Source: an optimization exercise on an open RTL-to-GDS flow (aim: small area). Production flows keep margins and buffers that such runs may drop. In this exercise RTL edits were held to simulation tests only and were not proved equivalent to the original. No activity file was given, so power comes from the tool's default toggle rates.

==> flow/design.v <==
`default_nettype none
package xbar_pkg;
  localparam int N_CHAN  = 3;
  localparam int N_BANK  = 4;
  localparam int MAX_BUF = 8;   
  typedef logic [1:0]         chan_id_t;
  typedef logic [1:0]         bank_addr_t;
  typedef logic [2:0]         entry_id_t;
  typedef logic [MAX_BUF-1:0] entry_mask_t;   
  typedef logic [N_CHAN-1:0]  chan_mask_t;
  typedef logic [N_BANK-1:0]  bank_mask_t;
  typedef logic [2:0] xbar_req_t;
  typedef logic [5:0] bank_grant_t;
endpackage
`default_nettype wire
`timescale 1ns/10ps
`default_nettype none
module chan_entry_buffer
(
  input  logic        clk_i,
  input  logic        rstn_i,
  input  logic [2:0]  req_i,        
  input  logic [3:0]  gnt_i,        
  output logic        allow_o,
  output logic [3:0]  want_o,
  output logic [11:0] pick_o        
);
  localparam int NS = 5;
  localparam int NB = 4;
  localparam int PENC = 3;
  localparam int PW   = (PENC == 3) ? 5 : 3;
  function automatic logic [PW-1:0] enc(input int s);
    case (PENC)
      1:       case (s) 0: enc = PW'(3'b000); 1: enc = PW'(3'b001); 2: enc = PW'(3'b011); 3: enc = PW'(3'b111); default: enc = PW'(3'b110); endcase
      2:       case (s) 0: enc = PW'(3'b000); 1: enc = PW'(3'b001); 2: enc = PW'(3'b011); 3: enc = PW'(3'b010); default: enc = PW'(3'b110); endcase
      3:       enc = PW'(1 << s);
      default: enc = PW'(s);
    endcase
  endfunction
  function automatic logic [NS-1:0] dec(input logic [PW-1:0] x);
    for (int s = 0; s < NS; s++) dec[s] = (PENC == 3) ? x[s] : (x == enc(s));
  endfunction
  function automatic logic [PW-1:0] inc(input logic [PW-1:0] x);
    if (PENC == 3) inc = {x[PW-2:0], x[PW-1]};
    else begin
      inc = enc(0);
      for (int s = 0; s < NS - 1; s++) if (x == enc(s)) inc = enc(s + 1);
    end
  endfunction
  logic [PW-1:0] wr_q, rd_q;
  logic          full_q;
  logic [NS-1:0] pend_q;
  logic [1:0]    tag_q [NS];
  logic [NS-1:0] rdd, wrd, wsel, clr;
  logic [NS-1:0] sel [NB];
  logic          push, pop, empty;
  always_comb begin
    rdd = dec(rd_q);
    wrd = dec(wr_q);
  end
  logic [NS-1:0] ge;
  logic [NS-1:0] mark [NB];
  always_comb begin
    for (int s = 0; s < NS; s++) begin
      ge[s] = 1'b0;
      for (int k = 0; k <= s; k++) ge[s] = ge[s] | rdd[k];
    end
    for (int b = 0; b < NB; b++) begin
      for (int s = 0; s < NS; s++) mark[b][s] = pend_q[s] & (tag_q[s] == 2'(b));
      want_o[b] = |mark[b];
    end
  end
  for (genvar b = 0; b < NB; b++) begin : g_pick
    oldest_entry_pick u_pick (
      .mark_i (mark[b]),
      .ge_i   (ge),
      .sel_o  (sel[b]),
      .id_o   (pick_o[3*b +: 3])
    );
  end
  always_comb begin
    clr = '0;
    for (int b = 0; b < NB; b++) clr = clr | (sel[b] & {NS{gnt_i[b]}});
  end
  assign allow_o = ~full_q;
  assign push    = req_i[2] & ~full_q;
  assign empty   = ~|(rdd & wrd) | full_q ? 1'b0 : 1'b1;
  assign pop     = ~empty & ~|(pend_q & rdd);
  assign wsel    = wrd & {NS{push}};
  always_ff @(posedge clk_i or negedge rstn_i) begin
    if (!rstn_i) begin
      wr_q   <= enc(0);
      rd_q   <= enc(0);
      full_q <= 1'b0;
      pend_q <= '0;
    end else begin
      if (push) wr_q <= inc(wr_q);
      if (pop)  rd_q <= inc(rd_q);
      if (full_q) full_q <= ~pop;
      else        full_q <= push & ~pop & |({wrd[NS-2:0], wrd[NS-1]} & rdd);
      pend_q <= wsel | (pend_q & ~clr);
    end
  end
  always_ff @(posedge clk_i) begin
    for (int s = 0; s < NS; s++) begin
      if (wsel[s]) tag_q[s] <= req_i[1:0];
    end
  end
endmodule
`default_nettype wire
`timescale 1ns/10ps
`default_nettype none
module oldest_entry_pick
(
  input  logic [4:0] mark_i,     
  input  logic [4:0] ge_i,       
  output logic [4:0] sel_o,      
  output logic [2:0] id_o
);
  logic [4:0] hi, x;
  assign hi = mark_i & ge_i;
  assign x  = |hi ? hi : mark_i;
  always_comb begin
    sel_o[0] = x[0];
    sel_o[1] = x[1] & ~x[0];
    sel_o[2] = x[2] & ~|x[1:0];
    sel_o[3] = x[3] & ~|x[2:0];
    sel_o[4] = x[4] & ~|x[3:0];
  end
  assign id_o = {sel_o[4], sel_o[2] | sel_o[3], sel_o[1] | sel_o[3]};
endmodule
`default_nettype wire
`timescale 1ns/10ps
`default_nettype none
module bank_arbiter
(
  input  logic       clk_i,
  input  logic       rstn_i,
  input  logic [2:0] want_i,
  input  logic [8:0] pick_i,     
  output logic [2:0] gnt_o,
  output logic [5:0] grant_o
);
  logic [1:0] last_q;
  logic [1:0] win;
  logic       any;
  assign any = |want_i;
  always_comb begin
    case (last_q)
      2'd0:    win = want_i[1] ? 2'd1 : want_i[2] ? 2'd2 : 2'd0;
      2'd1:    win = want_i[2] ? 2'd2 : want_i[0] ? 2'd0 : 2'd1;
      default: win = want_i[0] ? 2'd0 : want_i[1] ? 2'd1 : 2'd2;
    endcase
    gnt_o = '0;
    if (any) gnt_o[win] = 1'b1;
    grant_o = '0;
    if (any) grant_o = {1'b1, win, pick_i[3*win +: 3]};
  end
  always_ff @(posedge clk_i or negedge rstn_i) begin
    if (!rstn_i)  last_q <= 2'd2;
    else if (any) last_q <= win;
  end
endmodule
`default_nettype wire
`timescale 1ns/10ps
`default_nettype none
module xbar_top
#(
  parameter int BUFFER_SIZE = 5
) (
  input  logic        clk_i,
  input  logic        rstn_i,
  input  logic [8:0]  req_i,
  output logic [2:0]  allow_o,
  output logic [23:0] grant_o
);
  logic [3:0]  want [3];
  logic [11:0] pick [3];
  logic [2:0]  gnt  [4];
  for (genvar c = 0; c < 3; c++) begin : g_chan
    logic [3:0] g;
    for (genvar b = 0; b < 4; b++) begin : g_g
      assign g[b] = gnt[b][c];
    end
    chan_entry_buffer u_buf (
      .clk_i   (clk_i),
      .rstn_i  (rstn_i),
      .req_i   (req_i[3*c +: 3]),
      .gnt_i   (g),
      .allow_o (allow_o[c]),
      .want_o  (want[c]),
      .pick_o  (pick[c])
    );
  end
  for (genvar b = 0; b < 4; b++) begin : g_bank
    bank_arbiter u_arb (
      .clk_i   (clk_i),
      .rstn_i  (rstn_i),
      .want_i  ({want[2][b], want[1][b], want[0][b]}),
      .pick_i  ({pick[2][3*b +: 3], pick[1][3*b +: 3], pick[0][3*b +: 3]}),
      .gnt_o   (gnt[b]),
      .grant_o (grant_o[6*b +: 6])
    );
  end
endmodule
`default_nettype wire
==> flow/run.sh <==
#!/bin/bash
# synth_recipe.tcl (not shown) runs the flow's synth.tcl, then flattens the netlist and writes it again
# the make line also repeats each setting of config.mk as NAME=value (left out here)
make -C /OpenROAD-flow-scripts/flow DESIGN_CONFIG=/design/flow/config.mk WORK_HOME=/design/flow/orfs CLKGATE_MAP_FILE= SYNTH_SCRIPT=/design/flow/synth_recipe.tcl finish
==> flow/config.mk <==
export PLATFORM = sky130hd
export DESIGN_NAME = xbar_top
export DESIGN_NICKNAME = xbar_top
export VERILOG_FILES = /design/flow/design.v
export SDC_FILE = /design/flow/constraint.sdc
export NUM_CORES = 4
export LEC_CHECK = 0
export CAP_MARGIN = 20
export CORE_MARGIN = 2
export CORE_UTILIZATION = 60
export SLEW_MARGIN = 20
export SYNTH_HIERARCHICAL = 1
export SYNTH_MINIMUM_KEEP_SIZE = 0
==> flow/constraint.sdc <==
create_clock -name core_clock -period 9.0 [get_ports {clk_i}]
set_input_delay 1.8000 -clock core_clock [delete_from_list [all_inputs] [get_ports {clk_i}]]
set_output_delay 1.8000 -clock core_clock [all_outputs]
set_load 0.01 [all_outputs]
==> results.toml, run 1 <==
[sta]
worstMarginPinSlew_ns = 0.8494
finalHoldViolCount = 0
fmax_mhz = 162.9
skew_ns = 0.01777
slew_headroom_pct = 43.25
rsz0062_at_grt = "no"
finalSetupViolCount = 0
period_minus_slack_ns = 6.140
fin_crit_sh_pct = 68.22
timing.final.max_slew_violations = 0
setup_ws_ns = 2.860
finalSetupTns_ns = 0

[setup_path]
critPathArrivalTime_ns = 4.34
startpoint_type = "flop"
path_buf_inv = 1
path_cells = "or3_2 -> or3_1 -> a222oi_1 -> and3_1 -> o2111ai_1 -> nor2_1 -> a22o_1 -> a21o_1 -> clkdlybuf4s50_1"
crit_path_max_incr_delay_ns = 0.76
end_kind = "output port"
reg2reg_depth = 8
crit_type = "reg -> out"
worstReg2RegStart = "g_chan[2].u_buf.rd_q[0]"
critPathTopFamily = "simple AND/OR/NAND/NOR gates"
startpoint = "g_chan[0].u_buf.rd_q[0]"
crit_required_ns = 7.20
cp_max_fo = 26
slowest_stage = "or3_2"
path_depth = 9

[clocking]
cts_sinks = 86
clk_pin_slew_ns = 0.08
cts_max_path_buffers = 2
holdBufCountCts = 0
clockRootBuffer = "clkbuf_8"
cts_tree = "built"
cts_resized = 0
cts_setup_buffers = 0
ctsHtreeMaxLevel = 3
insertion_delay_ns = 0.38
cts_buffers = 9

[placed_design]
placed_area_mm2 = 0.007044
post-place-ws_ns = 3.396
io_buffers = 37
gp_congestion = 0.9374
place_inst = 904
dp_hpwl_um = 14040

[logic_synthesis]
yosys_warnings = 18
dominantRegCellSynth = "dfrtp_1"
async_flop_share_pct = 65.12
yosys-top-cells-area = "dfrtp_1 (17%), edfxtp_1 (14%), mux2_2 (5.1%)"
ys_ff_latch = 86
synth_cell_types = 43
synth_largest_area_cell = "dfrtp_1"
synthCells = 749
synth.top_cell.area_share_pct = 17.25
synthesis.area_mm2 = 0.006673
ys_seq_area_share_pct = 34.69
synth.avg_cell_area_um2 = 8.909
synth_edf_count = 30

[cells_and_area]
instances_no_fill = 920
nets = 786
area_growth_pct = 8.288
fin_area_mm2 = 0.007226
most-common-layout-cells = "nand2_1 (78), nor2_1 (60), dfrtp_1 (46)"
antennaDiodeCount = 0
drive_gt1_share_pct = 15.38
mostFrequentLayoutCell = "nand2_1"

[grt]
use_met3_pct = 5.691
gr-usage-met2_pct = 49.21
top_usage_layer = "met2"
grt_pass1_vias = 5654
grt_max_degree = 57
met1_usage_pct = 45.78
grt_use_total_pct = 31.96
grt_pass1_wl_um = 29630
grt_overflow = 0
antenna_found_initial = 0

[worst_hold_path]
hold_depth = 2
min-delay-path-class = "reg -> reg"
worstHoldStart = "g_chan[2].u_buf.full_q"

[drt]
wl_per_cell_um = 20.62
drtAntennaViolNets = 0
route.detailed.drc = 0
wl_um = 18970
detail_route.vias_per_cell = 6.964
firstDrtPassIters = 8
drt_iter0_drc = 910
route.vias.total = 6407

[run]
maxCapViolCount = 0

[floorplanning]
ios = 38
die_width_um = 109.5
num_rows = 38
initial_utilization_pct = 61.55
die_area_mm2 = 0.01198
core_mm2 = 0.01084
die_height_um = 109.5

[pwr]
p_per_area_mw_per_mm2 = 94.19
vdd_drop_max_mv = 0.1201
p_leak_uw = 0.002886
power_uw = 680.6

[status]
status = "timing/DRC/antenna clean"
[per-layer routing]
metal | vias to the layer above | share of wire (%)
met2 | 350 | 45
met4 | 0 | 2.3
met3 | 38 | 9.2
met5 | - | 0
met1 | 3059 | 43
li1 | 2960 | -
[cell type report]
type / instances / area, um2
clock inverters: 6 / 43.79
well taps: 140 / 175.2
clock buffers: 10 / 137.6
repair buffers: 38 / 372.9
fillers: 872 / 3615
inverters: 23 / 86.33
flip-flops and latches: 86 / 2315
multi-input cells: 617 / 4095
[Yosys stat by module, one instance, submodules excluded, a selection]
module,cell area [um2],flip-flops and latches,cells
chan_entry_buffer,1295,26,111
bank_arbiter,227.7,2,26
oldest_entry_pick,156.4,0,26
[cells in the mapped netlist (16+ instances only)]
library cell and instances:
a22oi_1 39, nand2_1 78, dfrtp_1 46, and2_1 19, a21oi_1 38, buf_4 16
inv_1 23, nor2_1 60, o21ai_0 39, o21ai_1 24, edfxtp_1 30, and3_1 27
a222oi_1 30, nand3b_1 24, nor3b_1 31, mux2_2 30
[kinds of logic (layout without fill, tap and decap cells)]
| kind of cell | count (synthesis) | after routing | synth area share, % |
|---|---|---|---|
| AO/OA/AOI/OAI | 283 | 283 | 30.92 |
| buffers and inverters | 46 | 77 | 3.938 |
| flip-flops | 86 | 86 | 34.69 |
| AND/OR/NAND/NOR | 304 | 304 | 25.39 |
| multiplexers | 30 | 30 | 5.063 |
[power by group]
group | internal, uW | switching, uW | leakage (uW)
Clock | 109 | 152 | 0.0000883
Combinational | 5.15 | 9.11 | 0.00178
Sequential | 405 | 0 | 0.00102
[worst paths after layout]
check | endpoint | slack (ns)
max | grant_o[14] | 2.86
min | g_chan[2].u_buf.full_q | 0.57
max reg2reg | g_chan[2].u_buf.pend_q[4] | 5.17
min reg2reg | g_chan[2].u_buf.full_q | 0.57
max in group asynchronous | g_chan[0].u_buf.wr_q[3] | 6.92
min in group asynchronous | g_bank[3].u_arb.last_q[0] | 1.54
[worst register-to-register path, delay by kind of cell (launching register included)]
| kind | cells | cell delay (ns) |
|---|---|---|
| flops | 1 | 0.49 |
| simple gates | 4 | 1.59 |
| compound gates | 4 | 1.71 |
[flip-flops by register name (all words and copies together) (netlist names)]
name                 cells
g_chan.u_buf.wr_q       15
g_chan.u_buf.pend_q     15
g_chan.u_buf.rd_q       15
g_bank.u_arb.last_q      8
g_chan.u_buf.tag_q      30
g_chan.u_buf.full_q      3
[per-stage QoR]
| step | hold WS (ns) | utilization, % |
|---|---|---|
| floorplan | 0.4992 | - |
| global placement | 0.5245 | 64.98 |
| detailed placement | 0.5469 | 64.98 |
| CTS | 0.5731 | 66.66 |
| global route | 0.6072 | 66.66 |
| finish | 0.5722 | 66.66 |
==> inputs of run 2 (changes only) <==
--- a/flow/design.v
+++ b/flow/design.v
@@ -27,7 +27,7 @@
 );
   localparam int NS = 5;
   localparam int NB = 4;
-  localparam int PENC = 3;
+  localparam int PENC = 0;
   localparam int PW   = (PENC == 3) ? 5 : 3;
   function automatic logic [PW-1:0] enc(input int s);
     case (PENC)
==> flow/flow/run.sh (new file) <==
#!/bin/bash
# Own layout flow: the standard synthesis, then the combinational logic between
# the (unchanged) registers is re-mapped by ABC with an area-oriented script, then
# the standard ORFS layout (floorplan .. finish) on that netlist.
# Each tool writes its full output to a log file of its own in the work folder.
set -euo pipefail
WORK=$(pwd)
R=$WORK/orfs/results/$FLOW_PLATFORM/xbar_top/base
bash standard.sh synth > $WORK/log_1_standard_synth.log 2>&1
cp $R/1_2_yosys.v $WORK/std_1_2_yosys.v
YOSYS=$(command -v yosys || echo $FLOW_HOME/../tools/install/yosys/bin/yosys)
sed -e "s#@LIB@#$FLOW_HOME/platforms/sky130hd/lib/sky130_fd_sc_hd__tt_025C_1v80.lib#g" \
    -e "s#@IN@#$WORK/std_1_2_yosys.v#g" -e "s#@OUT@#$WORK/resyn_1_2_yosys.v#g" \
    -e "s#@ABC@#$WORK/flow/area.abc#g" flow/resyn.ys > $WORK/resyn.ys
$YOSYS -s $WORK/resyn.ys > $WORK/log_2_resyn.log 2>&1
cp $WORK/resyn_1_2_yosys.v $R/1_2_yosys.v
touch $R/1_2_yosys.v
PORT_BUF=sky130_fd_sc_hd__buf_1
[[ -n "${PORT_BUF:-}" ]] && export BUFFER_PORTS_ARGS="-buffer_cell $PORT_BUF"
bash standard.sh finish > $WORK/log_3_standard_finish.log 2>&1
==> flow/flow/area.abc (new file) <==
strash
&get -n
&deepsyn -I 4 -J 50
&put
dch -f
map -a
==> flow/flow/resyn.ys (new file) <==
read_liberty -ignore_miss_func @LIB@
read_verilog @IN@
hierarchy -check -top xbar_top
setattr -mod -set keep_hierarchy 1 sky130_fd_sc_hd__df* sky130_fd_sc_hd__edf* sky130_fd_sc_hd__sdf* sky130_fd_sc_hd__dl* sky130_fd_sc_hd__conb_1
flatten
opt_clean
tee -o pre_resyn_stat.txt stat -liberty @LIB@
techmap
opt -purge
abc -liberty @LIB@ -dont_use sky130_fd_sc_hd__probe_p_8 -dont_use sky130_fd_sc_hd__probec_p_8 -dont_use sky130_fd_sc_hd__lpflow_* -script @ABC@
opt_clean -purge
hilomap -singleton -hicell sky130_fd_sc_hd__conb_1 HI -locell sky130_fd_sc_hd__conb_1 LO
splitnets
opt_clean -purge
insbuf -buf sky130_fd_sc_hd__buf_4 A X
blackbox sky130_fd_sc_hd__*
tee -o post_resyn_stat.txt stat -liberty @LIB@

write_verilog -noattr -nohex -nodec @OUT@
==> flow/standard.sh (new file) <==
#!/bin/bash
# synth_recipe.tcl (not shown) runs the flow's synth.tcl, then flattens the netlist and writes it again
# the make line also repeats each setting of config.mk as NAME=value (left out here)
make -C /OpenROAD-flow-scripts/flow DESIGN_CONFIG=/design/flow/config.mk WORK_HOME=/design/flow/orfs CLKGATE_MAP_FILE= SYNTH_SCRIPT=/design/flow/synth_recipe.tcl "${@:-finish}"
--- a/flow/config.mk
+++ b/flow/config.mk
@@ -7,7 +7,7 @@
 export LEC_CHECK = 0
 export CAP_MARGIN = 20
 export CORE_MARGIN = 2
-export CORE_UTILIZATION = 60
+export CORE_UTILIZATION = 50
 export SLEW_MARGIN = 20
 export SYNTH_HIERARCHICAL = 1
 export SYNTH_MINIMUM_KEEP_SIZE = 0
removed: flow/run.sh
==> run 2 against run 1 <==
  * Critical path depth rose by 8
  * Highest routed layer unchanged
  * Utilization fell by 10 points
  * Sequential power grew 48%
  * First-iteration DRC count shrank 54%
  * Power rose to 3.2 times the previous value
  * Wire length fell by 14%
  * Via count decreased by 14%
  * Combinational power increased to 88 times the previous value
  * Register-to-register slack better by 0.38 ns
  * Worst hold slack worse by 0.085 ns
  * Count of clock-buffer cells in the layout down 1
  * Critical endpoint is now grant_o[6]
  * Critical path type unchanged
  * Still clean on timing, DRC and antenna
==> results.toml, run 2 <==
[cells_and_area]
area_growth_pct = 10.74
antennaDiodeCount = 0
top_regs = "g_chan.u_buf.tag_q: 30 flops, g_chan.u_buf.pend_q: 15 flops"
regMostFlops = "g_chan.u_buf.tag_q"
drive_gt1_share_pct = 4.353
mostFrequentLayoutCell = "clkinv_1"
largest_reg_flops = 30
nets = 833
most-common-layout-cells = "clkinv_1 (167), nor2_1 (131), nand2_1 (112)"

[sta]
worstMarginPinSlew_ns = 0.7168
finalHoldViolCount = 0
rsz0062_at_grt = "no"
timing.final.max_slew_violations = 0
slew_headroom_pct = 51.78
fmax_mhz = 181.6
finalSetupViolCount = 0
skew_ns = 0.01327
fin_crit_sh_pct = 61.19
finalSetupTns_ns = 0
setup_ws_ns = 3.493
period_minus_slack_ns = 5.507

[setup_path]
crit_type = "reg -> out"
crit_required_ns = 7.20
startpoint_type = "flop"
cp_max_fo = 4
end_kind = "output port"
critPathArrivalTime_ns = 3.71

[floorplanning]
initial_utilization_pct = 51.02
core_mm2 = 0.01018
ios = 38
die_width_um = 105.9
die_height_um = 105.9
num_rows = 37
die_area_mm2 = 0.01122

[clocking]
clk_pin_slew_ns = 0.08
cts_sinks = 74
clockRootBuffer = "clkbuf_8"
cts_setup_buffers = 0
ctsHtreeMaxLevel = 3
insertion_delay_ns = 0.37
cts_buffers = 9
holdBufCountCts = 0
cts_max_path_buffers = 2
cts_resized = 0
cts_tree = "built"

[pwr]
p_comb_share_pct = 57.8
swShare_pct = 51.89
power_uw = 2182
p_leak_uw = 0.002199
p_switching_uw = 1132
vdd_drop_max_mv = 0.2225
sequentialPowerShare_pct = 27.6
p_per_area_mw_per_mm2 = 379.1
power.internal_uw = 1050
pwr-share-clk_pct = 14.7

[grt]
grt_use_total_pct = 30.47
grt_pass1_wl_um = 26060
antenna_found_initial = 0
grt_overflow = 0
grt_max_degree = 45
grt_pass1_vias = 5110

[logic_synthesis]
synth.avg_cell_area_um2 = 6.722
yosys_warnings = 18
synthesis.area_mm2 = 0.005196
synthCells = 773

[drt]
route.detailed.drc = 0
firstDrtPassIters = 6
route.vias.total = 5500
wl_per_cell_um = 16.87
detail_route.vias_per_cell = 5.711
wl_um = 16250
drtAntennaViolNets = 0
drt_iter0_drc = 423

[run]
maxCapViolCount = 0

[status]
status = "timing/DRC/antenna clean"

[placed_design]
post-place-ws_ns = 3.891
gp_congestion = 1.002
io_buffers = 37
dp_hpwl_um = 13440

[worst_hold_path]
min-delay-path-class = "reg -> reg"
## run 2: path summary, 6_finish.rpt
| path | end | cells past startpoint | start | slack (ns) |
|---|---|---|---|---|
| setup / recovery | grant_o[6] | 17 | g_chan[1].u_buf.tag_q[2][0] | 3.49 |
| hold / removal | g_bank[2].u_arb.last_q[1] | 2 | g_bank[2].u_arb.last_q[1] | 0.49 |
| setup reg to reg | g_chan[1].u_buf.pend_q[3] | 19 | g_chan[1].u_buf.tag_q[2][0] | 5.55 |
| hold reg to reg | g_bank[2].u_arb.last_q[1] | 2 | g_bank[2].u_arb.last_q[1] | 0.49 |
| max in group asynchronous | g_chan[1].u_buf.pend_q[3] | 2 | rstn_i | 7.01 |
| min in group asynchronous | g_chan[0].u_buf.full_q | 2 | rstn_i | 1.54 |
## run 2: worst max-delay path, cell delays in order, from the launching register on
cell       delay, ns
edfxtp_1        0.46
clkinv_1        0.14
nor3_1          0.09
clkinv_1        0.07
nand2_1         0.06
nor2_1          0.18
nand3_1         0.16
clkinv_1        0.09
nand2_1         0.05
clkinv_1        0.10
nor2_1          0.06
nor3_1          0.38
clkinv_1        0.23
o211ai_1        0.20
nor2_1          0.13
a2111oi_0       0.62
nand3_1         0.19
buf_1           0.16
## run 2: through the flow
stage / area [um2] / hold slack [ns] / utilization (%) / std cells
after global placement: 5514 / 0.4715 / 54.14 / 947
after floorplan: 5196 / 0.4539 / - / 773
after detailed placement: 5514 / 0.4755 / 54.14 / 947
after global routing: 5754 / 0.5074 / 56.50 / 963
after CTS: 5754 / 0.4887 / 56.50 / 963
final: 5754 / 0.4876 / 56.50 / 963
## run 2: area by class of cell
class                   instances  area (um2)
clock buffers                   9       123.9
clock inverters                 7       116.4
fillers                      1025        4431
inverters                     167       626.9
multi-input cells             532        2562
flip-flops and latches         74        2007
well taps                     136       170.2
repair buffers                 38       147.6
## run 2: power groups by stage
stage	registers (uW)	clock network, uW	logic, uW
global route	620	338	1420
finish	601	320	1260
CTS	599	324	1240
floorplan	572	0	888
detailed placement	605	0	1240
global placement	602	0	1220
## run 2: per-layer routing
| layer | track usage [%] | share of wire (%) | vias up |
|---|---|---|---|
| met5 | 0 | 0 | - |
| met4 | 13.82 | 4.0 | 0 |
| met3 | 6.315 | 7.8 | 46 |
| met2 | 47.00 | 44 | 243 |
| met1 | 41.37 | 44 | 2517 |
| li1 | - | - | 2694 |
==> inputs of run 3 (changes only) <==
--- a/flow/flow/run.sh
+++ b/flow/flow/run.sh
@@ -15,6 +15,5 @@
 $YOSYS -s $WORK/resyn.ys > $WORK/log_2_resyn.log 2>&1
 cp $WORK/resyn_1_2_yosys.v $R/1_2_yosys.v
 touch $R/1_2_yosys.v
-PORT_BUF=sky130_fd_sc_hd__buf_1
 [[ -n "${PORT_BUF:-}" ]] && export BUFFER_PORTS_ARGS="-buffer_cell $PORT_BUF"
 bash standard.sh finish > $WORK/log_3_standard_finish.log 2>&1
==> run 3 against run 2 <==
  * Still clean
  * Register-to-register slack got worse by 0.02 ns
  * Sequential power hardly changed
  * Clock power down about 20%
  * Worst hold slack worse by 0.0016 ns
  * Flip-flop and latch count did not move
  * First-iteration DRC count is 21% higher
  * Utilization is 1.7 points higher
  * Global-route usage grew 0.17 points
  * Final area grew 3.0%
  * Synthesized cell count unchanged
  * Highest routed layer unchanged
==> results.toml, run 3 <==
[drt]
drtAntennaViolNets = 0
wl_per_cell_um = 17.26
route.vias.total = 5602
wl_um = 16620
route.detailed.drc = 0
firstDrtPassIters = 5
detail_route.vias_per_cell = 5.817
drt_iter0_drc = 512

[pwr]
p_per_area_mw_per_mm2 = 379.5
p_switching_uw = 1140
p_leak_uw = 0.002272
vdd_drop_max_mv = 0.1911
power_uw = 2248
p_comb_share_pct = 61.8
power.internal_uw = 1108
sequentialPowerShare_pct = 26.8
swShare_pct = 50.70
pwr-share-clk_pct = 11.4

[setup_path]
end_kind = "output port"
crit_type = "reg -> out"
path_buf_inv = 5
critPathTopFamily = "simple AND/OR/NAND/NOR gates"
critPathArrivalTime_ns = 4.16
crit_path_frequent_cell = "clkinv_1"
crit_required_ns = 7.20
path_cells = "clkinv_1 -> nor3_1 -> clkinv_1 -> nand2_1 -> nor2_1 -> clkinv_1 -> nor3_1 -> nor3_1 -> clkinv_1 -> o211ai_1 -> nor2_1 -> a2111oi_0 -> nand3_1 -> clkdlybuf4s50_1"
cp_max_fo = 4
slowest_stage = "a2111oi_0"
crit_path_max_incr_delay_ns = 0.56
startpoint_type = "flop"

[cells_and_area]
regMostFlops = "g_chan.u_buf.tag_q"
area_growth_pct = 14.01
mostFrequentLayoutCell = "clkinv_1"
instances_no_fill = 963
top_regs = "g_chan.u_buf.tag_q: 30 flops, g_chan.u_buf.pend_q: 15 flops"
drive_gt1_share_pct = 4.111
largest_reg_flops = 30
final_util_pct = 58.17
antennaDiodeCount = 0
nets = 833
most-common-layout-cells = "clkinv_1 (168), nor2_1 (131), nand2_1 (112)"

[floorplanning]
die_area_mm2 = 0.01122
die_height_um = 105.9
num_rows = 37
die_width_um = 105.9
initial_utilization_pct = 51.02
core_mm2 = 0.01018
ios = 38

[clocking]
cts_tree = "built"
cts_resized = 0
cts_max_path_buffers = 2
holdBufCountCts = 0
cts_buffers = 9
clockRootBuffer = "clkbuf_8"
insertion_delay_ns = 0.36
ctsHtreeMaxLevel = 3
cts_sinks = 74
clk_pin_slew_ns = 0.08
cts_setup_buffers = 0

[logic_synthesis]
yosys_warnings = 18
synthCells = 773
synth.avg_cell_area_um2 = 6.722
synthesis.area_mm2 = 0.005196

[grt]
antenna_found_initial = 0
grt_pass1_vias = 5205
grt_overflow = 0
grt_max_degree = 45
grt_use_total_pct = 30.64
grt_pass1_wl_um = 26260

[status]
status = "timing/DRC/antenna clean"

[placed_design]
io_buffers = 37
gp_congestion = 1.034
dp_hpwl_um = 13570
place_inst = 947

[sta]
period_minus_slack_ns = 5.962
finalHoldViolCount = 0
fmax_mhz = 167.7
slew_headroom_pct = 48.10
timing.final.max_slew_violations = 0
fin_crit_sh_pct = 66.24
skew_ns = 0.007889
finalSetupViolCount = 0
holdWs_ns = 0.4860
finalSetupTns_ns = 0
rsz0062_at_grt = "no"
worstMarginPinSlew_ns = 0.7714

[run]
maxCapViolCount = 0

[worst_hold_path]
min-delay-path-class = "reg -> reg"
[run 3: layout make-up]
| class | instances | area, um2 |
|---|---|---|
| clock buffer | 10 | 127.6 |
| clock inverter | 6 | 57.56 |
| fill | 980 | 4260 |
| inverter | 167 | 626.9 |
| multi-input combinational | 532 | 2562 |
| sequential | 74 | 2007 |
| tap | 136 | 170.2 |
| timing repair buffer | 38 | 372.9 |
[run 3: layer usage]
layer	routed length [um]	global-route usage [%]	up-vias
li1	-	-	2716
met1	7329	42.26	2565
met2	7156	46.41	274
met3	1399	7.051	47
met4	732	13.06	0
met5	0	0	-
[run 3: stage by stage]
stage          cell area [um2]  setup slack [ns]
2_1_floorplan             5196             4.682
4_1_cts                   5924             3.032
6_report                  5924             3.038
3_5_place_dp              5739             3.458
3_3_place_gp              5739             3.428
5_1_grt                   5924             2.738
[run 3: final timing paths]
path                            cells past startpoint  slack, ns                         from                   endpoint
worst max-delay path                               14       3.04    g_chan[2].u_buf.pend_q[3]                 grant_o[6]
max in group asynchronous                           2       7.02                       rstn_i  g_chan[1].u_buf.pend_q[3]
min in group asynchronous                           2       1.53                       rstn_i     g_chan[0].u_buf.full_q
worst max register to register                     21       5.53  g_chan[1].u_buf.tag_q[2][0]  g_chan[1].u_buf.pend_q[3]
worst min register to register                      2       0.49    g_bank[0].u_arb.last_q[1]  g_bank[0].u_arb.last_q[1]
worst min-delay path                                2       0.49    g_bank[0].u_arb.last_q[1]  g_bank[0].u_arb.last_q[1]
[run 3: tightest hold or removal path: stages, from the launching register on]
cell and delay [ns]:
dfstp_2 0.37, clkinv_1 0.06, a21oi_1 0.06
[run 3: power groups by stage]
stage          Sequential [uW]  Clock (uW)  Combinational [uW]
6_report                   603         256                1390
5_1_grt                    619         274                1540
4_1_cts                    599         259                1370
3_5_place_dp               606           0                1360
3_3_place_gp               601           0                1340
2_1_floorplan              572           0                 888
==> inputs of run 4 (changes only) <==
--- a/flow/design.v
+++ b/flow/design.v
@@ -27,27 +27,29 @@
 );
   localparam int NS = 5;
   localparam int NB = 4;
-  localparam int PENC = 0;
-  localparam int PW   = (PENC == 3) ? 5 : 3;
-  function automatic logic [PW-1:0] enc(input int s);
-    case (PENC)
-      1:       case (s) 0: enc = PW'(3'b000); 1: enc = PW'(3'b001); 2: enc = PW'(3'b011); 3: enc = PW'(3'b111); default: enc = PW'(3'b110); endcase
-      2:       case (s) 0: enc = PW'(3'b000); 1: enc = PW'(3'b001); 2: enc = PW'(3'b011); 3: enc = PW'(3'b010); default: enc = PW'(3'b110); endcase
-      3:       enc = PW'(1 << s);
-      default: enc = PW'(s);
+  localparam int WENC = 0;
+  localparam int RENC = 0;
+  localparam int WW   = (WENC == 3) ? 5 : 3;
+  localparam int RW   = (RENC == 3) ? 5 : 3;
+  function automatic logic [4:0] enc(input int e, input int s);
+    case (e)
+      1:       case (s) 0: enc = 5'b000; 1: enc = 5'b001; 2: enc = 5'b011; 3: enc = 5'b111; default: enc = 5'b110; endcase
+      3:       enc = 5'(1 << s);
+      default: enc = 5'(s);
     endcase
   endfunction
-  function automatic logic [NS-1:0] dec(input logic [PW-1:0] x);
-    for (int s = 0; s < NS; s++) dec[s] = (PENC == 3) ? x[s] : (x == enc(s));
+  function automatic logic [NS-1:0] dec(input int e, input logic [4:0] x);
+    for (int s = 0; s < NS; s++) dec[s] = (e == 3) ? x[s] : (x == enc(e, s));
   endfunction
-  function automatic logic [PW-1:0] inc(input logic [PW-1:0] x);
-    if (PENC == 3) inc = {x[PW-2:0], x[PW-1]};
+  function automatic logic [4:0] inc(input int e, input logic [4:0] x);
+    if (e == 3) inc = {x[3:0], x[4]};
     else begin
-      inc = enc(0);
-      for (int s = 0; s < NS - 1; s++) if (x == enc(s)) inc = enc(s + 1);
+      inc = enc(e, 0);
+      for (int s = 0; s < NS - 1; s++) if (x == enc(e, s)) inc = enc(e, s + 1);
     end
   endfunction
-  logic [PW-1:0] wr_q, rd_q;
+  logic [WW-1:0] wr_q;
+  logic [RW-1:0] rd_q;
   logic          full_q;
   logic [NS-1:0] pend_q;
   logic [1:0]    tag_q [NS];
@@ -55,8 +57,8 @@
   logic [NS-1:0] sel [NB];
   logic          push, pop, empty;
   always_comb begin
-    rdd = dec(rd_q);
-    wrd = dec(wr_q);
+    rdd = dec(RENC, 5'(rd_q));
+    wrd = dec(WENC, 5'(wr_q));
   end
   logic [NS-1:0] ge;
   logic [NS-1:0] mark [NB];
@@ -89,13 +91,13 @@
   assign wsel    = wrd & {NS{push}};
   always_ff @(posedge clk_i or negedge rstn_i) begin
     if (!rstn_i) begin
-      wr_q   <= enc(0);
-      rd_q   <= enc(0);
+      wr_q   <= WW'(enc(WENC, 0));
+      rd_q   <= RW'(enc(RENC, 0));
       full_q <= 1'b0;
       pend_q <= '0;
     end else begin
-      if (push) wr_q <= inc(wr_q);
-      if (pop)  rd_q <= inc(rd_q);
+      if (push) wr_q <= WW'(inc(WENC, 5'(wr_q)));
+      if (pop)  rd_q <= RW'(inc(RENC, 5'(rd_q)));
       if (full_q) full_q <= ~pop;
       else        full_q <= push & ~pop & |({wrd[NS-2:0], wrd[NS-1]} & rdd);
       pend_q <= wsel | (pend_q & ~clr);
@@ -103,7 +105,7 @@
   end
   always_ff @(posedge clk_i) begin
     for (int s = 0; s < NS; s++) begin
-      if (wsel[s]) tag_q[s] <= req_i[1:0];
+      if (!pend_q[s]) tag_q[s] <= req_i[1:0];
     end
   end
 endmodule
@@ -141,12 +143,14 @@
   output logic [2:0] gnt_o,
   output logic [5:0] grant_o
 );
-  logic [1:0] last_q;
+  logic [1:0] last_q;     
+  logic [1:0] last;
   logic [1:0] win;
   logic       any;
-  assign any = |want_i;
-  always_comb begin
-    case (last_q)
+  assign any  = |want_i;
+  assign last = last_q ^ 2'd2;
+  always_comb begin
+    case (last)
       2'd0:    win = want_i[1] ? 2'd1 : want_i[2] ? 2'd2 : 2'd0;
       2'd1:    win = want_i[2] ? 2'd2 : want_i[0] ? 2'd0 : 2'd1;
       default: win = want_i[0] ? 2'd0 : want_i[1] ? 2'd1 : 2'd2;
@@ -157,8 +161,8 @@
     if (any) grant_o = {1'b1, win, pick_i[3*win +: 3]};
   end
   always_ff @(posedge clk_i or negedge rstn_i) begin
-    if (!rstn_i)  last_q <= 2'd2;
-    else if (any) last_q <= win;
+    if (!rstn_i)  last_q <= 2'd0;    
+    else if (any) last_q <= win ^ 2'd2;
   end
 endmodule
 `default_nettype wire
--- a/flow/flow/run.sh
+++ b/flow/flow/run.sh
@@ -15,5 +15,6 @@
 $YOSYS -s $WORK/resyn.ys > $WORK/log_2_resyn.log 2>&1
 cp $WORK/resyn_1_2_yosys.v $R/1_2_yosys.v
 touch $R/1_2_yosys.v
+PORT_BUF=sky130_fd_sc_hd__buf_1
 [[ -n "${PORT_BUF:-}" ]] && export BUFFER_PORTS_ARGS="-buffer_cell $PORT_BUF"
 bash standard.sh finish > $WORK/log_3_standard_finish.log 2>&1
--- a/flow/config.mk
+++ b/flow/config.mk
@@ -8,6 +8,7 @@
 export CAP_MARGIN = 20
 export CORE_MARGIN = 2
 export CORE_UTILIZATION = 50
+export CTS_CLUSTER_SIZE = 30
 export SLEW_MARGIN = 20
 export SYNTH_HIERARCHICAL = 1
 export SYNTH_MINIMUM_KEEP_SIZE = 0
==> run 4 against run 3 <==
  * Still clean
  * Utilization is 0.66 points lower
  * Critical path depth is 5 higher
  * Synthesized cell count is 4.0% lower
  * Register-to-register slack better by 0.04 ns
  * Critical path type unchanged
  * Critical endpoint is now grant_o[18]
  * Highest routed layer unchanged
==> results.toml, run 4 <==
[logic_synthesis]
synth.avg_cell_area_um2 = 6.865
synthCells = 742
yosys_warnings = 18
synthesis.area_mm2 = 0.005094

[pwr]
power.internal_uw = 1072
vdd_drop_max_mv = 0.1751
p_per_area_mw_per_mm2 = 410.9
sequentialPowerShare_pct = 27.8
p_switching_uw = 1247
pwr-share-clk_pct = 13.4
swShare_pct = 53.77
p_leak_uw = 0.002161
p_comb_share_pct = 58.8

[cells_and_area]
most-common-layout-cells = "clkinv_1 (149), nand2_1 (112), nor2_1 (105)"
mostFrequentLayoutCell = "clkinv_1"
regMostFlops = "g_chan.u_buf.tag_q"
drive_gt1_share_pct = 3.769
area_growth_pct = 10.86
antennaDiodeCount = 0
top_regs = "g_chan.u_buf.tag_q: 30 flops, g_chan.u_buf.pend_q: 15 flops"
largest_reg_flops = 30
nets = 802
instances_no_fill = 929
final_util_pct = 57.51

[grt]
grt_max_degree = 45
grt_overflow = 0
antenna_found_initial = 0
grt_use_total_pct = 30.94
grt_pass1_vias = 5112
grt_pass1_wl_um = 26230

[floorplanning]
die_height_um = 104.9
die_width_um = 104.9
core_mm2 = 0.009819
ios = 38
initial_utilization_pct = 51.87
num_rows = 36
die_area_mm2 = 0.01101

[clocking]
insertion_delay_ns = 0.39
clockRootBuffer = "clkbuf_8"
cts_sinks = 74
ctsHtreeMaxLevel = 3
cts_max_path_buffers = 2
cts_resized = 0
cts_setup_buffers = 0
holdBufCountCts = 0
clk_pin_slew_ns = 0.09
cts_tree = "built"
cts_buffers = 9

[sta]
finalHoldViolCount = 0
timing.final.max_slew_violations = 0
fmax_mhz = 181.0
rsz0062_at_grt = "no"
slew_headroom_pct = 42.60
finalSetupTns_ns = 0
fin_crit_sh_pct = 61.40
worstMarginPinSlew_ns = 0.8532
skew_ns = 0.01799
period_minus_slack_ns = 5.526
setup_ws_ns = 3.474
finalSetupViolCount = 0

[run]
maxCapViolCount = 0

[status]
status = "timing/DRC/antenna clean"

[drt]
wl_met3_um = 1226
wl_met1_um = 7280
dr.max_layer_used = "met4"
route.vias.total = 5378
wl_um = 16220
drtAntennaViolNets = 0
detail_route.vias_per_cell = 5.789
dr_wl_met2_um = 7195
drt_iter0_drc = 450
route.detailed.drc = 0
firstDrtPassIters = 6
wl_per_cell_um = 17.46

[placed_design]
post-place-ws_ns = 3.946
dp_hpwl_um = 13300
io_buffers = 37
place_inst = 913
gp_congestion = 1.011

[setup_path]
cp_max_fo = 6
slowest_stage = "a2111oi_0"
path_cells = "clkinv_1 -> nor3_1 -> a31oi_1 -> clkinv_1 -> nor2_1 -> nand2_1 -> nor2_1 -> clkinv_1 -> nand2_1 -> o211ai_1 -> nand2_1 -> clkinv_1 -> nand2_1 -> nor2_1 -> nand2_1 -> a21oi_1 -> a2111oi_0 -> nand3_1 -> buf_1"
crit_path_frequent_cell = "nand2_1"
crit_type = "reg -> out"
end_kind = "output port"
startpoint_type = "flop"
critPathArrivalTime_ns = 3.73
crit_path_max_incr_delay_ns = 0.53
crit_required_ns = 7.20

[worst_hold_path]
min-delay-path-class = "reg -> reg"
-- run 4: routing by layer --
metal	vias to the layer above	GRT usage, %
met5	-	0
met4	0	11.71
met3	32	5.614
met2	230	48.01
met1	2476	43.07
li1	2640	-
-- run 4: area by class of cell --
type | instances | area [um2]
Fill cell | 985 | 4173
Multi-Input combinational cell | 519 | 2532
Sequential cell | 74 | 2002
Inverter | 149 | 559.3
Clock buffer | 11 | 173.9
Tap cell | 133 | 166.4
Timing Repair Buffer | 38 | 147.6
Clock inverter | 5 | 65.06
-- run 4: final timing paths --
check / start / endpoint / slack, ns / cells after the start
min in group asynchronous: rstn_i / g_chan[0].u_buf.pend_q[0] / 1.49 / 2
max in group asynchronous: rstn_i / g_chan[2].u_buf.rd_q[1] / 7.04 / 2
worst max register to register: g_chan[1].u_buf.pend_q[3] / g_chan[2].u_buf.pend_q[4] / 5.57 / 19
worst max-delay path: g_chan[1].u_buf.pend_q[3] / grant_o[18] / 3.47 / 19
worst min register to register: g_bank[2].u_arb.last_q[0] / g_bank[2].u_arb.last_q[0] / 0.52 / 2
worst min-delay path: g_bank[2].u_arb.last_q[0] / g_bank[2].u_arb.last_q[0] / 0.52 / 2
-- run 4: worst max-delay path: cells and delay by family, from the launching register on --
family / cells / cell delay, ns
buf+inv: 5 / 0.68
simple gates: 10 / 1.34
compound gates: 4 / 0.93
flops: 1 / 0.40
-- run 4: power groups by stage --
stage	registers (uW)	logic, uW	clock network, uW
6_report	645	1360	310
4_1_cts	642	1340	315
3_3_place_gp	645	1320	0
3_5_place_dp	646	1340	0
2_1_floorplan	606	954	0
5_1_grt	667	1530	328
-- run 4: per-stage QoR --
| stage | power, uW | hold slack [ns] | instance area (um2) |
|---|---|---|---|
| 4_1_cts | 2300 | 0.5180 | 5647 |
| 2_1_floorplan | 1560 | 0.4677 | 5094 |
| 3_3_place_gp | 1963 | 0.4867 | 5408 |
| 3_5_place_dp | 1985 | 0.4962 | 5408 |
| 5_1_grt | 2527 | 0.5595 | 5647 |
| 6_report | 2320 | 0.5180 | 5647 |
==> inputs of run 5 (changes only) <==
--- a/flow/config.mk
+++ b/flow/config.mk
@@ -8,7 +8,6 @@
 export CAP_MARGIN = 20
 export CORE_MARGIN = 2
 export CORE_UTILIZATION = 50
-export CTS_CLUSTER_SIZE = 30
 export SLEW_MARGIN = 20
 export SYNTH_HIERARCHICAL = 1
 export SYNTH_MINIMUM_KEEP_SIZE = 0
==> run 5 against run 4 <==
  * Critical endpoint unchanged
  * Synthesized cell count unchanged
  * Still clean on timing, DRC and antenna
  * Utilization unchanged
  * Worst hold slack unchanged
==> results.toml, run 5 <==
[drt]
drt_iter0_drc = 450
drtAntennaViolNets = 0
route.detailed.drc = 0
route.vias.total = 5378
wl_per_cell_um = 17.46
detail_route.vias_per_cell = 5.789
wl_um = 16220
firstDrtPassIters = 6

[clocking]
cts_max_path_buffers = 2
holdBufCountCts = 0
ctsHtreeMaxLevel = 3
cts_sinks = 74
cts_buffers = 9
cts_setup_buffers = 0
clk_pin_slew_ns = 0.09
cts_tree = "built"
clockRootBuffer = "clkbuf_8"
insertion_delay_ns = 0.39
cts_resized = 0

[cells_and_area]
mostFrequentLayoutCell = "clkinv_1"
regMostFlops = "g_chan.u_buf.tag_q"
top_regs = "g_chan.u_buf.tag_q: 30 flops, g_chan.u_buf.pend_q: 15 flops"
largest_reg_flops = 30
antennaDiodeCount = 0
fill_cells = 985
nets = 802
instances_no_fill = 929
drive_gt1_share_pct = 3.769
area_growth_pct = 10.86
most-common-layout-cells = "clkinv_1 (149), nand2_1 (112), nor2_1 (105)"

[sta]
fmax_mhz = 181.0
period_minus_slack_ns = 5.526
finalHoldViolCount = 0
slew_headroom_pct = 42.60
finalSetupViolCount = 0
holdWs_ns = 0.5180
skew_ns = 0.01799
timing.final.max_slew_violations = 0
finalSetupTns_ns = 0
rsz0062_at_grt = "no"
fin_crit_sh_pct = 61.40
worstMarginPinSlew_ns = 0.8532

[logic_synthesis]
yosys_warnings = 18
synth.avg_cell_area_um2 = 6.865
synthesis.area_mm2 = 0.005094
synthCells = 742

[floorplanning]
die_area_mm2 = 0.01101
die_height_um = 104.9
num_rows = 36
initial_utilization_pct = 51.87
ios = 38
die_width_um = 104.9
core_mm2 = 0.009819

[setup_path]
critPathArrivalTime_ns = 3.73
r2r_end = "g_chan[2].u_buf.pend_q[4]"
crit_required_ns = 7.20
startpoint_type = "flop"
reg2reg_depth = 19
r2r_setup_slack_ns = 5.57
crit_type = "reg -> out"
cp_max_fo = 6
worstReg2RegStart = "g_chan[1].u_buf.pend_q[3]"
end_kind = "output port"

[run]
maxCapViolCount = 0

[grt]
grt_pass1_vias = 5112
antenna_found_initial = 0
grt_max_degree = 45
grt_pass1_wl_um = 26230
grt_overflow = 0
grt_use_total_pct = 30.94

[placed_design]
dp_hpwl_um = 13300
gp_congestion = 1.011
place_inst = 913
io_buffers = 37

[worst_hold_path]
min_to = "g_bank[2].u_arb.last_q[0]"
hold_depth = 2
min-delay-path-class = "reg -> reg"
worstHoldStart = "g_bank[2].u_arb.last_q[0]"

[pwr]
power_uw = 2320
p_leak_uw = 0.002161
vdd_drop_max_mv = 0.1751
p_per_area_mw_per_mm2 = 410.9

[status]
status = "timing/DRC/antenna clean"
-- run 5: cell type report --
class,instances,area [um2],share of cell area [%]
clock buffer,11,173.9,3.080
inverter,149,559.3,9.905
multi-input combinational,519,2532,44.85
timing repair buffer,38,147.6,2.615
clock inverter,5,65.06,1.152
tap,133,166.4,2.947
sequential,74,2002,35.45
-- run 5: worst max-delay path, stage by stage, from the launching register on --
cell and delay, ns:
dfrtp_1 0.40, clkinv_1 0.13, nor3_1 0.10, a31oi_1 0.20, clkinv_1 0.09, nor2_1 0.13
nand2_1 0.09, nor2_1 0.23, clkinv_1 0.14, nand2_1 0.11, o211ai_1 0.11, nand2_1 0.18
clkinv_1 0.14, nand2_1 0.10, nor2_1 0.08, nand2_1 0.11, a21oi_1 0.09, a2111oi_0 0.53
nand3_1 0.21, buf_1 0.18
-- run 5: worst max-delay path by stage --
| stage | start | endpoint | slack [ns] |
|---|---|---|---|
| after global placement | g_chan[1].u_buf.pend_q[3] | grant_o[18] | 3.95 |
| final | g_chan[1].u_buf.pend_q[3] | grant_o[18] | 3.47 |
| after global routing | g_chan[1].u_buf.pend_q[3] | grant_o[18] | 3.11 |
| after CTS | g_chan[1].u_buf.pend_q[3] | grant_o[8] | 3.52 |
| after detailed placement | g_chan[1].u_buf.pend_q[3] | grant_o[8] | 3.95 |
| after floorplan | g_chan[1].u_buf.pend_q[3] | grant_o[8] | 4.65 |
-- run 5: report_power, final --
group	internal, uW	switching [uW]
Sequential	499	146
Combinational	409	955
Clock	164	146
Total	1070	1250
-- run 5: per-layer routing --
| layer | wire [um] | share of wire (%) | track usage [%] | up-vias |
|---|---|---|---|---|
| met1 | 7280 | 45 | 43.07 | 2476 |
| met2 | 7195 | 44 | 48.01 | 230 |
| met5 | 0 | 0 | 0 | - |
| li1 | - | - | - | 2640 |
| met4 | 516 | 3.2 | 11.71 | 0 |
| met3 | 1226 | 7.6 | 5.614 | 32 |
-- run 5: metrics by stage --
stage	utilization, %	worst slack [ns]	cell area, um2
global placement	55.07	3.955	5408
CTS	57.51	3.518	5647
floorplan	-	4.649	5094
finish	57.51	3.474	5647
global route	57.51	3.114	5647
detailed placement	55.07	3.946	5408
==> inputs of run 6 (changes only) <==
--- a/flow/design.v
+++ b/flow/design.v
@@ -27,29 +27,18 @@
 );
   localparam int NS = 5;
   localparam int NB = 4;
-  localparam int WENC = 0;
-  localparam int RENC = 0;
-  localparam int WW   = (WENC == 3) ? 5 : 3;
-  localparam int RW   = (RENC == 3) ? 5 : 3;
-  function automatic logic [4:0] enc(input int e, input int s);
-    case (e)
-      1:       case (s) 0: enc = 5'b000; 1: enc = 5'b001; 2: enc = 5'b011; 3: enc = 5'b111; default: enc = 5'b110; endcase
-      3:       enc = 5'(1 << s);
-      default: enc = 5'(s);
-    endcase
+  function automatic logic [NS-1:0] dec(input logic [2:0] x);
+    dec[0] = ~x[2] & ~x[1] & ~x[0];
+    dec[1] = ~x[1] &  x[0];
+    dec[2] =  x[1] & ~x[0];
+    dec[3] =  x[1] &  x[0];
+    dec[4] =  x[2];
   endfunction
-  function automatic logic [NS-1:0] dec(input int e, input logic [4:0] x);
-    for (int s = 0; s < NS; s++) dec[s] = (e == 3) ? x[s] : (x == enc(e, s));
+  function automatic logic [2:0] inc(input logic [2:0] x);
+    inc = {x[1] & x[0], x[1] ^ x[0], ~x[2] & ~x[0]};
   endfunction
-  function automatic logic [4:0] inc(input int e, input logic [4:0] x);
-    if (e == 3) inc = {x[3:0], x[4]};
-    else begin
-      inc = enc(e, 0);
-      for (int s = 0; s < NS - 1; s++) if (x == enc(e, s)) inc = enc(e, s + 1);
-    end
-  endfunction
-  logic [WW-1:0] wr_q;
-  logic [RW-1:0] rd_q;
+  logic [2:0]    wr_q;
+  logic [2:0]    rd_q;
   logic          full_q;
   logic [NS-1:0] pend_q;
   logic [1:0]    tag_q [NS];
@@ -57,16 +46,17 @@
   logic [NS-1:0] sel [NB];
   logic          push, pop, empty;
   always_comb begin
-    rdd = dec(RENC, 5'(rd_q));
-    wrd = dec(WENC, 5'(wr_q));
+    rdd = dec(rd_q);
+    wrd = dec(wr_q);
   end
   logic [NS-1:0] ge;
   logic [NS-1:0] mark [NB];
   always_comb begin
-    for (int s = 0; s < NS; s++) begin
-      ge[s] = 1'b0;
-      for (int k = 0; k <= s; k++) ge[s] = ge[s] | rdd[k];
-    end
+    ge[0] = rdd[0];
+    ge[1] = ~rd_q[2] & ~rd_q[1];
+    ge[2] = ~rd_q[2] & ~(rd_q[1] & rd_q[0]);
+    ge[3] = ~rd_q[2];
+    ge[4] = 1'b1;
     for (int b = 0; b < NB; b++) begin
       for (int s = 0; s < NS; s++) mark[b][s] = pend_q[s] & (tag_q[s] == 2'(b));
       want_o[b] = |mark[b];
@@ -91,13 +81,13 @@
   assign wsel    = wrd & {NS{push}};
   always_ff @(posedge clk_i or negedge rstn_i) begin
     if (!rstn_i) begin
-      wr_q   <= WW'(enc(WENC, 0));
-      rd_q   <= RW'(enc(RENC, 0));
+      wr_q   <= '0;
+      rd_q   <= '0;
       full_q <= 1'b0;
       pend_q <= '0;
     end else begin
-      if (push) wr_q <= WW'(inc(WENC, 5'(wr_q)));
-      if (pop)  rd_q <= RW'(inc(RENC, 5'(rd_q)));
+      if (push) wr_q <= inc(wr_q);
+      if (pop)  rd_q <= inc(rd_q);
       if (full_q) full_q <= ~pop;
       else        full_q <= push & ~pop & |({wrd[NS-2:0], wrd[NS-1]} & rdd);
       pend_q <= wsel | (pend_q & ~clr);
@@ -162,7 +152,7 @@
   end
   always_ff @(posedge clk_i or negedge rstn_i) begin
     if (!rstn_i)  last_q <= 2'd0;    
-    else if (any) last_q <= win ^ 2'd2;
+    else          last_q <= win ^ 2'd2;    
   end
 endmodule
 `default_nettype wire
--- a/flow/flow/run.sh
+++ b/flow/flow/run.sh
@@ -1,7 +1,11 @@
 #!/bin/bash
-# Own layout flow: the standard synthesis, then the combinational logic between
-# the (unchanged) registers is re-mapped by ABC with an area-oriented script, then
-# the standard ORFS layout (floorplan .. finish) on that netlist.
+# Own layout flow:
+#  1. the standard synthesis (standard.sh synth), unchanged;
+#  2. the combinational logic between the registers is re-optimised and re-mapped
+#     by ABC with an area script (flow/area.abc); every register instance, its
+#     name and its cell are kept as the standard synthesis made them;
+#  3. the standard ORFS layout (floorplan .. finish) on that netlist, with the
+#     ports buffered by buf_1 cells and clock tree synthesis without dummy loads.
 # Each tool writes its full output to a log file of its own in the work folder.
 set -euo pipefail
 WORK=$(pwd)
@@ -15,6 +19,6 @@
 $YOSYS -s $WORK/resyn.ys > $WORK/log_2_resyn.log 2>&1
 cp $WORK/resyn_1_2_yosys.v $R/1_2_yosys.v
 touch $R/1_2_yosys.v
-PORT_BUF=sky130_fd_sc_hd__buf_1
-[[ -n "${PORT_BUF:-}" ]] && export BUFFER_PORTS_ARGS="-buffer_cell $PORT_BUF"
+export BUFFER_PORTS_ARGS="-buffer_cell sky130_fd_sc_hd__buf_1"
+export CTS_ARGS="-sink_clustering_enable -repair_clock_nets -dont_use_dummy_load"
 bash standard.sh finish > $WORK/log_3_standard_finish.log 2>&1
==> flow/flow/area.abc (replaced) <==
strash
&get -n
&deepsyn -I 4 -J 50
&put
&get -n
&dch -f
&nf -a -R 1000
&put
==> run 6 against run 5 <==
  * Largest power group unchanged
  * Register-to-register slack improved by 0.08 ns
  * Global-route usage decreased by 0.82 points
  * Wire length decreased by 1.7%
  * Area after synthesis decreased by 2.7%
  * Still clean
  * Sequential power increased by 14%
  * First-iteration DRC count decreased by 6.2%
  * Count of clock-buffer cells in the layout decreased by 2
==> results.toml, run 6 <==
[floorplanning]
ios = 38
initial_utilization_pct = 51.18
num_rows = 36
core_mm2 = 0.009684
die_width_um = 103.6
die_height_um = 103.6
die_area_mm2 = 0.01072

[cells_and_area]
top_regs = "g_chan.u_buf.tag_q: 30 flops, g_chan.u_buf.pend_q: 15 flops"
area_growth_pct = 10.20
regMostFlops = "g_chan.u_buf.tag_q"
nets = 720
drive_gt1_share_pct = 1.556
multi_input_area_mm2 = 0.002879
instances_no_fill = 840
mostFrequentLayoutCell = "nand2_1"
largest_reg_flops = 30
fin_area_mm2 = 0.005461
antennaDiodeCount = 0
final_util_pct = 56.40
seq_area_mm2 = 0.002002
most-common-layout-cells = "nand2_1 (105), nor2_1 (70), o21ai_0 (58)"
fill_cells = 925

[grt]
grt_overflow = 0
grt_pass1_vias = 4820
grt_use_total_pct = 30.12
antenna_found_initial = 0
grt_max_degree = 45
grt_pass1_wl_um = 25490

[sta]
finalHoldViolCount = 0
period_minus_slack_ns = 5.452
worstMarginPinSlew_ns = 0.8874
finalSetupViolCount = 0
fmax_mhz = 183.4
timing.final.max_slew_violations = 0
rsz0062_at_grt = "no"
finalSetupTns_ns = 0
fin_crit_sh_pct = 60.58
slew_headroom_pct = 40.39
skew_ns = 0.02397

[setup_path]
crit_path_frequent_cell = "nor2_1"
crit_required_ns = 7.20
critPathArrivalTime_ns = 3.65
crit_type = "reg -> out"
end_kind = "output port"
startpoint_type = "flop"
slowest_stage = "nor4b_1"
cp_max_fo = 6
path_cells = "nand3b_1 -> o21ai_0 -> nor4b_1 -> a21boi_0 -> nor2_1 -> or3_1 -> clkinv_1 -> nand2_1 -> or2_0 -> a21oi_1 -> nor2_1 -> nand3_1 -> buf_1"
crit_path_max_incr_delay_ns = 0.72

[clocking]
ctsHtreeMaxLevel = 3
cts_buffers = 9
clk_pin_slew_ns = 0.08
cts_setup_buffers = 0
holdBufCountCts = 0
cts_max_path_buffers = 2
cts_tree = "built"
clockRootBuffer = "clkbuf_8"
cts_sinks = 74
cts_resized = 0
insertion_delay_ns = 0.36

[logic_synthesis]
synthesis.area_mm2 = 0.004956
yosys_warnings = 18
synth.avg_cell_area_um2 = 7.720
synthCells = 642

[placed_design]
gp_congestion = 1.011
place_inst = 831
dp_hpwl_um = 12580
io_buffers = 37
placed_area_mm2 = 0.005338

[drt]
drt_iter0_drc = 422
firstDrtPassIters = 5
drtAntennaViolNets = 0
wl_um = 15940
wl_per_cell_um = 18.98
route.vias.total = 5259
detail_route.vias_per_cell = 6.261
route.detailed.drc = 0

[status]
status = "timing/DRC/antenna clean"

[run]
maxCapViolCount = 0

[pwr]
vdd_drop_max_mv = 0.2104
p_leak_uw = 0.002160
power_uw = 2288
p_per_area_mw_per_mm2 = 419.0

[worst_hold_path]
min-delay-path-class = "reg -> reg"
-- run 6: power breakdown --
group | switching [uW] | leakage, uW | internal (uW) | total [uW]
sequential | 229 | 0.000833 | 504 | 733
combinational | 897 | 0.00126 | 454 | 1350
clock | 116 | 0.0000647 | 89.4 | 205
total | 1240 | 0.00216 | 1050 | 2290
-- run 6: final cells by class --
type	count	share of cell area (%)
Multi-Input combinational cell	548	52.71
Sequential cell	74	36.66
Tap cell	133	3.047
Timing Repair Buffer	38	2.703
Inverter	38	2.612
Clock buffer	9	2.268
-- run 6: metrics by stage --
stage          worst slack, ns  hold WS, ns
4_1_cts                  3.655       0.5150
2_1_floorplan            4.728       0.4677
3_5_place_dp             4.073       0.4985
6_report                 3.548       0.5106
5_1_grt                  3.289       0.5483
3_3_place_gp             4.034       0.4812
-- run 6: path summary, 6_finish.rpt --
kind                                      startpoint                         to  slack (ns)  cells after the start
min in group asynchronous                     rstn_i  g_chan[1].u_buf.pend_q[1]        1.54                      2
hold reg to reg            g_bank[3].u_arb.last_q[0]  g_bank[3].u_arb.last_q[0]        0.51                      2
max in group asynchronous                     rstn_i  g_bank[0].u_arb.last_q[0]        7.05                      2
setup reg to reg           g_chan[2].u_buf.pend_q[1]  g_chan[1].u_buf.pend_q[0]        5.65                     10
setup / recovery           g_chan[2].u_buf.pend_q[1]                 grant_o[6]        3.55                     13
hold / removal             g_bank[3].u_arb.last_q[0]  g_bank[3].u_arb.last_q[0]        0.51                      2
-- run 6: critical path: cells and delay by family (launching register included) --
kind / cells / cell delay, ns
compound gates: 3 / 0.62
buf+inv: 2 / 0.30
flops: 1 / 0.48
simple gates: 8 / 1.87
-- run 6: layer usage --
| metal | global-route usage, % | part of all wire (%) | vias up |
|---|---|---|---|
| li1 | - | - | 2461 |
| met1 | 42.58 | 43 | 2479 |
| met2 | 46.64 | 46 | 280 |
| met3 | 5.790 | 8.4 | 39 |
| met4 | 10.23 | 2.6 | 0 |
| met5 | 0 | 0 | - |

what the ideal ports hide:
In the flow no input, the clock included, has a driving cell. The finished layouts below were timed again as built, in two steps. Step 1 assumes that a clkbuf_16 drives the clock port and a buf_2 every other input. Step 2 adds t to the input delays and takes it off the output delays; t is the mean of the earliest and latest rising clock arrival at the registers after step 1. Input paths then give back, and output paths get back, about the clock's delay inside the block. a / b / c = ideal ports / drivers / drivers and shift; a / b = the first two.
| run | t, ns | setup slack, ns | worst setup path at the end | clock arrival spread, ns | worst data-port slew with drivers (ns) |
|---|---|---|---|---|---|
| run 1 | 0.410 | 2.860 / 2.825 / 3.235 | register to output | 0.018 / 0.018 | 0.04 |
| run 2 | 0.395 | 3.493 / 3.457 / 3.852 | register to output | 0.014 / 0.013 | 0.03 |
| run 3 | 0.394 | 3.038 / 3.003 / 3.396 | register to output | 0.008 / 0.007 | 0.03 |
| run 4 | 0.410 | 3.474 / 3.440 / 3.850 | register to output | 0.018 / 0.018 | 0.03 |
| run 5 | 0.410 | 3.474 / 3.440 / 3.850 | register to output | 0.018 / 0.018 | 0.03 |
| run 6 | 0.384 | 3.548 / 3.512 / 3.896 | register to output | 0.024 / 0.024 | 0.03 |
After both steps every run listed still meets setup and hold.
